From an optimization exercise on the open Yosys and OpenROAD flow, aimed at small area, a short achievable clock period and few clock cycles per item; shortcuts taken in it are not production practice.
Only simulation tests tie the RTL to the original design; equivalence was not proved.
The flow treats the clock pin as an ideal source, which a real chip does not have.
Power is estimated from default activity; no workload was simulated.

==> inputs of run C <==
==> flow/design.v <==
`default_nettype none
package overlap_split_pkg;
  localparam int SAMPLE_W_DEF = 64;
  localparam int HOP_DEF      = 18;
endpackage
`default_nettype wire
`default_nettype none
module split_bank_ram #(
  parameter int SAMPLE_W = 64,
  parameter int DEPTH    = 18
) (
  input  logic                clk,
  input  logic                wr_en,
  input  logic [SAMPLE_W-1:0] wr_data,
  output logic [SAMPLE_W-1:0] ring_in,
  output logic [SAMPLE_W-1:0] rd_data
);
  logic [SAMPLE_W-1:0] ring_q [DEPTH];
  assign rd_data = ring_q[DEPTH-1];
  assign ring_in = wr_en ? wr_data : rd_data;
  always_ff @(posedge clk) begin
    ring_q[0] <= ring_in;
    for (int i = 1; i < DEPTH; i++) begin
      ring_q[i] <= ring_q[i-1];
    end
  end
endmodule
`default_nettype wire
`default_nettype none
import overlap_split_pkg::*;
module overlap_split #(
  parameter int SAMPLE_W = overlap_split_pkg::SAMPLE_W_DEF,
  parameter int HOP      = overlap_split_pkg::HOP_DEF
) (
  input  logic                clk,
  input  logic                reset,
  input  logic [SAMPLE_W-1:0] in_split_pcmSample,
  input  logic                in_split_valid,
  output logic                in_split_ready,
  output logic [SAMPLE_W-1:0] out_split_pcmSample,
  output logic                out_split_valid,
  input  logic                out_split_ready,
  output logic                out_split_last
);
  localparam int PH_W = (HOP > 1) ? $clog2(HOP) : 1;
  localparam int IN_W = $clog2(HOP + 1);
  localparam logic [PH_W-1:0] PH_LAST = PH_W'(HOP - 1);
  logic [PH_W-1:0]     phase_q;     
  logic [PH_W-1:0]     jo_q;        
  logic                half_q;      
  logic [IN_W-1:0]     ji_q;        
  logic                first_q;     
  logic                in_rdy_q;
  logic [SAMPLE_W-1:0] out_data_q;
  logic                out_valid_q;
  logic                out_last_q;
  logic [PH_W-1:0]     phase_d;
  logic [PH_W-1:0]     jo_d;
  logic                half_d;
  logic [IN_W-1:0]     ji_d;
  logic                in_rdy_d;
  logic                wr_en;
  logic                avail;
  logic                load;
  logic [SAMPLE_W-1:0] ring_in;
  logic [SAMPLE_W-1:0] old_data;
  assign in_split_ready = in_rdy_q;
  assign wr_en          = in_split_valid && in_rdy_q;
  assign avail          = !half_q || (ji_q > IN_W'(jo_q)) || wr_en;
  assign load           = (phase_q == jo_q) && avail
                       && (!out_valid_q || out_split_ready);
  split_bank_ram #(
    .SAMPLE_W (SAMPLE_W),
    .DEPTH    (HOP)
  ) u_bank_ram (
    .clk     (clk),
    .wr_en   (wr_en),
    .wr_data (in_split_pcmSample),
    .ring_in (ring_in),
    .rd_data (old_data)
  );
  always_comb begin
    phase_d = (phase_q == PH_LAST) ? '0 : phase_q + PH_W'(1);
    jo_d    = jo_q;
    half_d  = half_q;
    ji_d    = wr_en ? ji_q + IN_W'(1) : ji_q;
    if (load) begin
      if (jo_q == PH_LAST) begin
        jo_d   = '0;
        half_d = !half_q;
        if (half_q) ji_d = '0;
      end else begin
        jo_d   = jo_q + PH_W'(1);
      end
    end
    in_rdy_d = (IN_W'(phase_d) == ji_d) && (half_d || (IN_W'(jo_d) > ji_d));
  end
  always_ff @(posedge clk) begin
    if (!reset) begin
      phase_q     <= PH_W'(1);
      jo_q        <= PH_W'(1);
      half_q      <= 1'b0;
      ji_q        <= '0;
      first_q     <= 1'b1;
      in_rdy_q    <= 1'b0;
      out_data_q  <= '0;
      out_valid_q <= 1'b1;
      out_last_q  <= 1'b0;
    end else begin
      phase_q  <= phase_d;
      jo_q     <= jo_d;
      half_q   <= half_d;
      ji_q     <= ji_d;
      in_rdy_q <= in_rdy_d;
      if (load) begin
        out_data_q  <= (first_q && !half_q) ? '0 : ring_in;
        out_valid_q <= 1'b1;
        out_last_q  <= half_q && (jo_q == PH_LAST);
        if (half_q && (jo_q == PH_LAST)) first_q <= 1'b0;
      end else if (out_split_ready) begin
        out_valid_q <= 1'b0;
      end
    end
  end
  assign out_split_pcmSample = out_data_q;
  assign out_split_valid     = out_valid_q;
  assign out_split_last      = out_last_q;
endmodule
`default_nettype wire
==> flow/run.sh <==
#!/bin/bash
# synth_recipe.tcl (not shown) runs the flow's synth.tcl, then flattens the netlist and writes it again
# the make line also repeats each setting of config.mk as NAME=value (left out here)
make -C /OpenROAD-flow-scripts/flow DESIGN_CONFIG=/design/flow/config.mk WORK_HOME=/design/flow/orfs CLKGATE_MAP_FILE= SYNTH_SCRIPT=/design/flow/synth_recipe.tcl finish
==> flow/config.mk <==
export PLATFORM = sky130hd
export DESIGN_NAME = overlap_split
export DESIGN_NICKNAME = overlap_split
export VERILOG_FILES = /design/flow/design.v
export SDC_FILE = /design/flow/constraint.sdc
export NUM_CORES = 4
export LEC_CHECK = 0
export CAP_MARGIN = 20
export CORE_MARGIN = 2
export CORE_UTILIZATION = 50
export PLACE_DENSITY = 0.65
export SETUP_SLACK_MARGIN = 4.8
export SLEW_MARGIN = 20
==> flow/constraint.sdc <==
create_clock -name core_clock -period 7.0 [get_ports {clk}]
set_input_delay 1.4000 -clock core_clock [delete_from_list [all_inputs] [get_ports {clk}]]
set_output_delay 1.4000 -clock core_clock [all_outputs]
set_load 0.01 [all_outputs]
==> run M (differences from run C) <==
==> flow/design.v, changed modules only <==
module split_bank_ram #(
  parameter int SAMPLE_W = 64,
  parameter int DEPTH    = 18
) (
  input  logic                clk,
  input  logic                wr_en,
  input  logic [SAMPLE_W-1:0] wr_data,
  output logic [SAMPLE_W-1:0] rd_data
);
  logic [SAMPLE_W-1:0] ring_q [DEPTH];
  assign rd_data = ring_q[0];
  always_ff @(posedge clk) begin
    ring_q[0] <= wr_en ? wr_data : ring_q[DEPTH-1];
    for (int i = 1; i < DEPTH; i++) begin
      ring_q[i] <= ring_q[i-1];
    end
  end
endmodule
module overlap_split #(
  parameter int SAMPLE_W = overlap_split_pkg::SAMPLE_W_DEF,
  parameter int HOP      = overlap_split_pkg::HOP_DEF
) (
  input  logic                clk,
  input  logic                reset,
  input  logic [SAMPLE_W-1:0] in_split_pcmSample,
  input  logic                in_split_valid,
  output logic                in_split_ready,
  output logic [SAMPLE_W-1:0] out_split_pcmSample,
  output logic                out_split_valid,
  input  logic                out_split_ready,
  output logic                out_split_last
);
  localparam int PH_W = (HOP > 1) ? $clog2(HOP) : 1;
  localparam int IN_W = $clog2(HOP + 1);
  localparam logic [PH_W-1:0] PH_LAST = PH_W'(HOP - 1);
  logic [PH_W-1:0]     phase_q;     
  logic [PH_W-1:0]     jo_q;        
  logic                half_q;      
  logic [IN_W-1:0]     ji_q;        
  logic                first_q;     
  logic                sync_q;      
  logic                gt_q;        
  logic                in_rdy_q;    
  logic [SAMPLE_W-1:0] out_data_q;
  logic                out_valid_q;
  logic                out_last_q;
  logic                wr_en;
  logic                load;
  logic [SAMPLE_W-1:0] ring_data;
  logic [PH_W-1:0]     phase_n;
  logic [PH_W-1:0]     jo_n;
  logic                eoh;         
  logic                sync_n;      
  logic                ge2;         
  logic                rdy_w;       
  logic                rdy_e;       
  logic                rdy_w1;      
  logic                rdy_e1;      
  logic                jo_pre;      
  assign in_split_ready = in_rdy_q;
  assign wr_en          = in_split_valid && in_rdy_q;
  assign load           = sync_q && gt_q && (!out_valid_q || out_split_ready);
  split_bank_ram #(
    .SAMPLE_W (SAMPLE_W),
    .DEPTH    (HOP)
  ) u_bank_ram (
    .clk     (clk),
    .wr_en   (in_rdy_q),
    .wr_data (in_split_pcmSample),
    .rd_data (ring_data)
  );
  always_comb begin
    phase_n = (phase_q == PH_LAST) ? '0 : phase_q + PH_W'(1);
    eoh     = (jo_q == PH_LAST);
    jo_n    = eoh ? '0 : jo_q + PH_W'(1);
    sync_n  = (phase_n == jo_n);
    ge2     = (ji_q > IN_W'(jo_q) + IN_W'(1));
    rdy_w   = (ji_q != IN_W'(HOP - 1));
    rdy_e   = (ji_q != IN_W'(HOP)) && (IN_W'(phase_n) == ji_q);
    rdy_w1  = (ji_q != IN_W'(HOP - 2));
    rdy_e1  = (ji_q != IN_W'(HOP - 1)) && (IN_W'(phase_n) == ji_q);
    jo_pre  = (jo_q == PH_W'(HOP - 2));
  end
  always_ff @(posedge clk) begin
    if (!reset) begin
      phase_q     <= PH_W'(2);
      jo_q        <= PH_W'(1);
      half_q      <= 1'b0;
      ji_q        <= '0;
      first_q     <= 1'b1;
      sync_q      <= 1'b1;
      gt_q        <= 1'b1;
      in_rdy_q    <= 1'b0;
      out_data_q  <= '0;
      out_valid_q <= 1'b1;
      out_last_q  <= 1'b0;
    end else begin
      phase_q <= phase_n;
      sync_q  <= load || sync_n;
      if (load) jo_q <= jo_n;
      if (load && eoh) half_q <= !half_q;
      if (load && eoh && half_q) ji_q <= '0;
      else if (wr_en)            ji_q <= ji_q + IN_W'(1);
      if (load && eoh) begin
        gt_q     <= half_q || wr_en || (ji_q != '0);
        in_rdy_q <= !half_q && (wr_en ? rdy_w : rdy_e);
      end else begin
        if (half_q) begin
          if (wr_en && !load)      gt_q <= 1'b1;
          else if (!wr_en && load) gt_q <= ge2;
        end
        if (half_q)     in_rdy_q <= wr_en ? rdy_w : rdy_e;
        else            in_rdy_q <= (load ? jo_pre : eoh)
                                 && (wr_en ? rdy_w1 : rdy_e1);
      end
      if (load) begin
        out_data_q  <= first_q ? '0 : ring_data;
        out_valid_q <= 1'b1;
        out_last_q  <= half_q && eoh;
        if (eoh) first_q <= 1'b0;
      end else if (out_split_ready) begin
        out_valid_q <= 1'b0;
      end
    end
  end
  assign out_split_pcmSample = out_data_q;
  assign out_split_valid     = out_valid_q;
  assign out_split_last      = out_last_q;
endmodule
==> flow/flow/run.sh (new file) <==
#!/bin/bash
set -euo pipefail
here="$(pwd)"
bash standard.sh \
  "BUFFER_PORTS_ARGS=-buffer_cell sky130_fd_sc_hd__buf_1" \
  MATCH_CELL_FOOTPRINT=0 \
  "CTS_ARGS=-sink_clustering_enable -repair_clock_nets -sink_clustering_size 30 -sink_clustering_max_diameter 80 -buf_list sky130_fd_sc_hd__buf_12" \
  "POST_CTS_TCL=${here}/flow/extra_repair.tcl" \
  finish > standard_flow.log 2>&1
==> flow/flow/extra_repair.tcl (new file) <==
# Run after clock tree synthesis (POST_CTS_TCL hook). One more setup repair
# pass aimed at the paths from the inputs and between registers. For this
# pass only, the output delay is set to 0, so that repair does not stall on
# the register-to-output paths, whose delay (clock tree, flip-flop, output
# buffer) resizing cannot cut further. It aims 0.5 ns past the flow's own
# setup margin, as routing later adds delay to these paths. The design's
# output delay is put back before the database and constraints are written.
set my_outs [all_outputs]
set my_out_delay [expr {0.2 * $::env(FLOW_PERIOD_NS)}]
set_output_delay 0.0 -clock [get_clocks core_clock] $my_outs
estimate_parasitics -placement
repair_timing -setup -setup_margin [expr {$::env(SETUP_SLACK_MARGIN) + 0.5}] -repair_tns 100 -verbose
set_output_delay $my_out_delay -clock [get_clocks core_clock] $my_outs
detailed_placement
check_placement -verbose
estimate_parasitics -placement
report_worst_slack -max
==> flow/standard.sh (new file) <==
#!/bin/bash
# synth_recipe.tcl (not shown) runs the flow's synth.tcl, then flattens the netlist and writes it again
# the make line also repeats each setting of config.mk as NAME=value (left out here)
make -C /OpenROAD-flow-scripts/flow DESIGN_CONFIG=/design/flow/config.mk WORK_HOME=/design/flow/orfs CLKGATE_MAP_FILE= SYNTH_SCRIPT=/design/flow/synth_recipe.tcl "${@:-finish}"
--- a/flow/config.mk
+++ b/flow/config.mk
@@ -10,4 +10,7 @@
 export CORE_UTILIZATION = 50
+export CTS_BUF_LIST = sky130_fd_sc_hd__clkbuf_16
+export CTS_CLUSTER_DIAMETER = 60
+export CTS_CLUSTER_SIZE = 30
 export PLACE_DENSITY = 0.65
-export SETUP_SLACK_MARGIN = 4.8
+export SETUP_SLACK_MARGIN = 4.5
 export SLEW_MARGIN = 20
removed: flow/run.sh
==> run F (differences from run C) <==
==> flow/design.v, changed modules only <==
module split_bank_ram #(
  parameter int SAMPLE_W = 64,
  parameter int DEPTH    = 18
) (
  input  logic                clk,
  input  logic                shift,
  input  logic [SAMPLE_W-1:0] wr_data,
  output logic [SAMPLE_W-1:0] rd_data
);
  logic [SAMPLE_W-1:0] sr_q [DEPTH];
  always_ff @(posedge clk) begin
    if (shift) begin
      sr_q[0] <= wr_data;
      for (int i = 1; i < DEPTH; i++) begin
        sr_q[i] <= sr_q[i-1];
      end
    end
  end
  assign rd_data = sr_q[DEPTH-1];
endmodule
module overlap_split #(
  parameter int SAMPLE_W = overlap_split_pkg::SAMPLE_W_DEF,
  parameter int HOP      = overlap_split_pkg::HOP_DEF
) (
  input  logic                clk,
  input  logic                reset,
  input  logic [SAMPLE_W-1:0] in_split_pcmSample,
  input  logic                in_split_valid,
  output logic                in_split_ready,
  output logic [SAMPLE_W-1:0] out_split_pcmSample,
  output logic                out_split_valid,
  input  logic                out_split_ready,
  output logic                out_split_last
);
  localparam int POS_W = (2 * HOP > 1) ? $clog2(2 * HOP) : 1;
  localparam logic [POS_W-1:0] POS_LAST = POS_W'(2 * HOP - 1);
  localparam logic [POS_W-1:0] POS_HOP  = POS_W'(HOP);
  logic [POS_W-1:0]    nxt_q;       
  logic                src_in_q;    
  logic                first_q;     
  logic [SAMPLE_W-1:0] out_data_q;
  logic                out_valid_q;
  logic                out_last_q;
  logic                can_load;
  logic                load;
  logic [SAMPLE_W-1:0] old_data;
  logic [SAMPLE_W-1:0] sel_data;
  assign can_load       = !out_valid_q || out_split_ready;
  assign in_split_ready = src_in_q && can_load;
  assign load           = can_load && (!src_in_q || in_split_valid);
  split_bank_ram #(
    .SAMPLE_W (SAMPLE_W),
    .DEPTH    (HOP)
  ) u_bank_ram (
    .clk     (clk),
    .shift   (load),
    .wr_data (in_split_pcmSample),
    .rd_data (old_data)
  );
  assign sel_data = ({SAMPLE_W{src_in_q}} & in_split_pcmSample)
                  | ({SAMPLE_W{!src_in_q && !first_q}} & old_data);
  always_ff @(posedge clk) begin
    if (!reset) begin
      nxt_q       <= POS_W'(1);
      src_in_q    <= 1'b0;
      first_q     <= 1'b1;
      out_data_q  <= '0;
      out_valid_q <= 1'b1;
      out_last_q  <= 1'b0;
    end else begin
      if (load) begin
        out_data_q  <= sel_data;
        out_valid_q <= 1'b1;
        out_last_q  <= (nxt_q == POS_LAST);
        if (nxt_q == POS_LAST) begin
          nxt_q    <= '0;
          src_in_q <= 1'b0;
        end else begin
          nxt_q    <= nxt_q + POS_W'(1);
          src_in_q <= (nxt_q + POS_W'(1)) >= POS_HOP;
        end
        if (nxt_q == POS_HOP - POS_W'(1)) first_q <= 1'b0;
      end else if (out_split_ready) begin
        out_valid_q <= 1'b0;
      end
    end
  end
  assign out_split_pcmSample = out_data_q;
  assign out_split_valid     = out_valid_q;
  assign out_split_last      = out_last_q;
endmodule
--- a/flow/config.mk
+++ b/flow/config.mk
@@ -11,3 +11,2 @@
 export PLACE_DENSITY = 0.65
-export SETUP_SLACK_MARGIN = 4.8
 export SLEW_MARGIN = 20
==> run D (differences from run C) <==
--- a/flow/config.mk
+++ b/flow/config.mk
@@ -11,3 +11,3 @@
 export PLACE_DENSITY = 0.65
-export SETUP_SLACK_MARGIN = 4.8
+export SETUP_SLACK_MARGIN = 4.3
 export SLEW_MARGIN = 20
==> notes <==
Against run M, the via count of run F is higher by about 37%. Between run M and run C, the lower first-iteration DRC count is in run C (gap about 8%, measured against run C). Between run D and run M, the lower cell area is in run M (gap 14%, measured against run M). Total power, lowest first: run M, run D, run C, run F. Fmax, highest first: run M, run D, run C, run F. In clock power, run D and run F hardly differ. Worst setup slack: run F < run C < run D < run M. In run C the area after synthesis is smaller than in run F, by 26%. Between run D and run F, the lower sequential power is in run D (gap about 9%, measured against run F). Of run F and run M, run M has the higher flip-flop and latch count (gap 12).
==> figures <==
| item | run D | run C | run F | run M |
|---|---|---|---|---|
| Maximum clock frequency | 0.3035 GHz | 0.3004 GHz | 0.2352 GHz | 0.4091 GHz |
| Most heavily used metal layer in global routing | met2 | met2 | met1 | met1 |
| Net count, final | 2,010 | 2,045 | 1,807 | 1,796 |
| Cell repeated most along the worst path | a211oi_2 | buf_6 | - | - |
| Cell Area, Synth | 27,860 sq um | 27,860 sq um | 37,900 sq um | 27,140 sq um |
| Path type of the worst setup path | in2reg | in2reg | in2reg | reg2out |
| Portion of total power attributed to the clock network | 40.9% | 40.9% | 39.6% | 30.7% |
| Count of TritonRoute iterations in the first routing pass | 5 | 4 | 4 | 4 |
| DIE WIDTH | 240.0 um | 240.0 um | 279.3 um | 237.0 um |
| Result of the run | complete, no violations | complete, no violations | complete, no violations | complete, no violations |
| Register bit total from synthesis | 1,236 | 1,236 | 1,226 | 1,238 |
| GR met3 Demand/Resource | 3.318% | 4.030% | 2.861% | 3.019% |
| Capture endpoint of the worst hold path | u_bank_ram.ring_q[16][5]$_DFF_P_ | u_bank_ram.ring_q[13][61]$_DFF_P_ | u_bank_ram.sr_q[13][61]$_DFFE_PP_ | u_bank_ram.ring_q[5][12]$_DFF_P_ |
| Number of global-route vias before repair | 12,003 | 12,167 | 14,118 | 10,469 |
| Final weighted congestion in routability-driven placement | 0.8401 | 0.8480 | 0.7174 | 0.7046 |
| Setup slack of the worst register-to-register path | 3.80 ns | 3.88 ns | 3.56 ns | 4.95 ns |
| Commonest non-fill, non-tap cell in the layout | dfxtp_1 | dfxtp_1 | edfxtp_1 | dfxtp_1 |
| Capturing point of the worst reg2reg path | in_rdy_q$_SDFF_PN0_ | in_rdy_q$_SDFF_PN0_ | out_data_q[36]$_SDFFE_PN0P_ | gt_q$_SDFFE_PN1P_ |
| Most used standard cell by instance count after synthesis | dfxtp_1 | dfxtp_1 | edfxtp_1 | dfxtp_1 |
| Post-CTS setup-driven buffer insertion count | 13 | 41 | 0 | - |
| Multi-input gate area in the final layout | 3113 sq um | 3191 sq um | 1622 sq um | 2310 sq um |
| Largest net degree at the start of global routing | 84 | 84 | 175 | 68 |
Testbench counts of run C, summed over its fixed seeds: cycles 11,520, blocks 320.
Testbench counts of run M, summed over its fixed seeds: cycles 11,520, blocks 320.
Testbench counts of run F, summed over its fixed seeds: cycles 11,520, blocks 320.
Testbench counts of run D, summed over its fixed seeds: cycles 11,520, blocks 320.

## separate check: timing with driven ports
In the flow no input, the clock included, has a driving cell. The finished layouts below were timed again as built, in two steps.
Step 1 (the two cells are an assumption about what drives the block):
set clk [get_ports {clk}]
set_driving_cell -lib_cell sky130_fd_sc_hd__clkbuf_16 $clk
set_driving_cell -lib_cell sky130_fd_sc_hd__buf_2 [delete_from_list [all_inputs] $clk]
Step 2 times the ports against the registers' clock, not the clock port: input delays grow and output delays shrink by t, the midpoint of the rising clock arrivals with the driver on.
Slacks: no drivers / after step 1 / after step 2; pairs: no drivers / after step 1.
run	t (ns)	setup slack, ns	latest minus earliest clock arrival (ns)
run C	0.696	3.671 / 3.694 / 2.998	0.018 / 0.018
run M	0.606	4.556 / 4.500 / 4.277	0.028 / 0.028
run F	0.714	2.749 / 2.786 / 2.072	0.036 / 0.036
run D	0.690	3.705 / 3.705 / 3.016	0.033 / 0.033
After both steps setup and hold are still met in every run listed. For run D, which loses most, drivers alone change the setup slack by 0.000 ns; drivers and shift together by -0.689 ns.
